Background: an optimization exercise with open tools, aiming at small area. Do not read the settings as production practice.
Where RTL was checked, it was by simulation tests only, not by an equivalence proof against the original.

// fir_sym_filter
module fir_sym_filter (
    input  logic               clk,
    input  logic               rst,
    input  logic               in_valid,
    input  logic               in_last,
    input  logic signed [15:0] in_sample,
    output logic               out_valid,
    output logic               out_last,
    output logic signed [31:0] out_sample
);
export LEC_CHECK = 0
export CAP_MARGIN = 20
export CORE_MARGIN = 2
export CORE_UTILIZATION = 40
export CTS_BUF_LIST = sky130_fd_sc_hd__clkbuf_4 sky130_fd_sc_hd__clkbuf_8
export CTS_CLUSTER_DIAMETER = 60
export CTS_CLUSTER_SIZE = 20
export SLEW_MARGIN = 20
export SYNTH_HIERARCHICAL = 1
export SYNTH_MINIMUM_KEEP_SIZE = 0
create_clock -name core_clock -period 6.5 [get_ports {clk}]
standard.sh (not shown) runs the stock make flow with config.mk's settings and CLKGATE_MAP_FILE= SYNTH_SCRIPT=/design/flow/synth_recipe.tcl, a recipe that flattens the netlist after the stock synthesis.
==> flow/flow/run.sh <==
#!/bin/bash
# The standard layout (standard.sh), with two changes made through
# ORFS's own variables:
#  - the port buffers are the smallest buffer, sky130_fd_sc_hd__buf_1
#    (every input and output port still gets one);
#  - clock tree synthesis inserts no dummy loads, and uses clkbuf_4/clkbuf_8
#    with clusters of up to 20 sinks within 60 um.
# Each tool's full output stays in ORFS's log folder; standard.sh's own
# output goes to standard.log.
export BUFFER_PORTS_ARGS="-buffer_cell sky130_fd_sc_hd__buf_1"
export CTS_ARGS="-sink_clustering_enable -repair_clock_nets -dont_use_dummy_load -buf_list {sky130_fd_sc_hd__clkbuf_4 sky130_fd_sc_hd__clkbuf_8} -sink_clustering_size 20 -sink_clustering_max_diameter 60"
bash standard.sh > standard.log 2>&1
status=$?
cp standard.sh standard_sh_copy.log 2>/dev/null
exit $status
The starting point produced a clean layout.
==> next run, changes <==
--- a/flow/design.v
+++ b/flow/design.v
@@ -24,18 +24,17 @@
 endmodule
 `default_nettype wire
 `timescale 1ns/1ps
 `default_nettype none
 module fir_tap_chain (
     input  logic signed [15:0] x0, x2, x3, x4, x5, x6, x8,
     output logic [15:0] y_lo,      
     output logic        y_c,       
-    output logic [12:0] y_hs,      
-    output logic [0:0] y_hc       
+    output logic [12:0] y_hs       
 );
     logic signed [16:0] a, b, c;
     logic [28:0] r0, r1;
     logic a_c1;
     fir_ha u_a_ha0 (.a(x0[0]), .b(x8[0]), .s(a[0]), .co(a_c1));
     logic a_c2;
     fir_fa u_a_fa1 (.a(x0[1]), .b(x8[1]), .c(a_c1), .s(a[1]), .co(a_c2));
     logic a_c3;
@@ -649,18 +648,17 @@
     fir_fa u_fa242 (.a(fs218), .b((~fc192)), .c(fc217), .s(fs242), .co(fc242));
     logic fs243, fc243;
     fir_fa u_fa243 (.a(fs195), .b(fs219), .c(fc218), .s(fs243), .co(fc243));
     logic fs244, fc244;
     fir_fa u_fa244 (.a(fc195), .b(c[16]), .c(fc219), .s(fs244), .co(fc244));
     assign r0 = {1'b1, ~c[16], fs244, fs243, fs242, fs241, fs240, fs239, fs238, fs237, fs236, fs235, fs234, fs233, fs232, fs231, fs230, fs229, fs228, fs227, fs226, fs225, fs224, fs223, fs222, fs221, fs220, b[1], b[0]};
     assign r1 = {1'b0, fc244, fc243, fc242, fc241, fc240, fc239, fc238, fc237, fc236, fc235, fc234, fc233, fc232, fc231, fc230, fc229, fc228, fc227, fc226, fc225, fc224, fc223, fc222, fc221, fc220, hc13, hs13, 1'b0};
     assign {y_c, y_lo} = 17'(r0[15:0]) + 17'(r1[15:0]);
-    assign {y_hc[0], y_hs[5:0]} = 7'(r0[21:16]) + 7'(r1[21:16]);
-    assign y_hs[12:6] = r0[28:22] + r1[28:22];
+    assign y_hs[12:0] = r0[28:16] + r1[28:16];
 endmodule
 `default_nettype wire
 `timescale 1ns/1ps
 `default_nettype none
 module fir_fold_line #(
     parameter int              LINE_LEN = 16,
     parameter logic [15:0]     INV_MASK = 16'hE3FF
 ) (
@@ -752,17 +750,16 @@
     logic               step;
     logic               flushing;
     logic               warm8;
     logic signed [15:0] head;
     logic [255:0]       line;
     logic [15:0]        y_lo, y_lo_q;       
     logic               y_c, y_c_q;         
     logic [12:0]        y_hs, y_hs_q;       
-    logic [0:0]         y_hc, y_hc_q;       
     logic [28:0]        y_sum;
     fir_flush_ctrl u_ctrl (
         .clk       (clk),
         .rst       (rst),
         .in_valid  (in_valid),
         .in_last   (in_last),
         .step      (step),
         .flushing  (flushing),
@@ -783,23 +780,21 @@
         .x2 (line[9*16  +: 16]),
         .x3 (line[10*16 +: 16]),
         .x4 (line[11*16 +: 16]),
         .x5 (line[12*16 +: 16]),
         .x6 (line[13*16 +: 16]),
         .x8 (line[15*16 +: 16]),
         .y_lo (y_lo),
         .y_c  (y_c),
-        .y_hs (y_hs),
-        .y_hc (y_hc)
+        .y_hs (y_hs)
     );
     always_ff @(posedge clk) begin
         if (step) begin
             y_lo_q <= y_lo;
             y_c_q  <= y_c;
             y_hs_q <= y_hs;
-            y_hc_q <= y_hc;
         end
     end
-    assign y_sum      = {y_hs_q + 13'(y_c_q) + {6'd0, y_hc_q, 6'd0}, y_lo_q};
+    assign y_sum      = {y_hs_q + 13'(y_c_q), y_lo_q};
     assign out_sample = {{3{y_sum[28]}}, y_sum};
 endmodule
 `default_nettype wire
What happened: Wire length goes up by 6.6%; die area goes up by 0.59%; area after synthesis went up by 0.60%; register-to-register slack is worse by 0.23 ns; design area increases by 3.8%; setup slack degrades by 0.23 ns; synthesized cell count climbs by 1.4%; clock-buffer cell count goes up by 3; sequential share of layout area fell by 1.9 points; hold slack loses 0.041 ns.
No functional check of the RTL was part of the second run of this note.

[what the ideal ports hide]
In the flow no input, the clock included, has a driving cell. The finished layouts below were timed again as built, in two steps.
Step 1: set_driving_cell puts a clkbuf_16 on clk and a buf_2 on each other input, an assumption about the parent block.
Step 2 moves the port delays by t, midway between the first and last clock arrival at a register: inputs arrive t later, outputs are due t later. That takes back most of the time a late clock gives input paths.
Three values: ideal, step 1, step 2; two values: the first two.
| run | shift t [ns] | slack for setup (ns) | hold WS [ns] |
|---|---|---|---|
| the first run | 0.641 | 0.307 / 0.307 / 0.307 | 0.390 / 0.390 / 0.390 |
| the second run | 0.660 | 0.073 / 0.073 / 0.073 | 0.348 / 0.348 / 0.348 |
After both steps setup and hold are still met in every run listed.
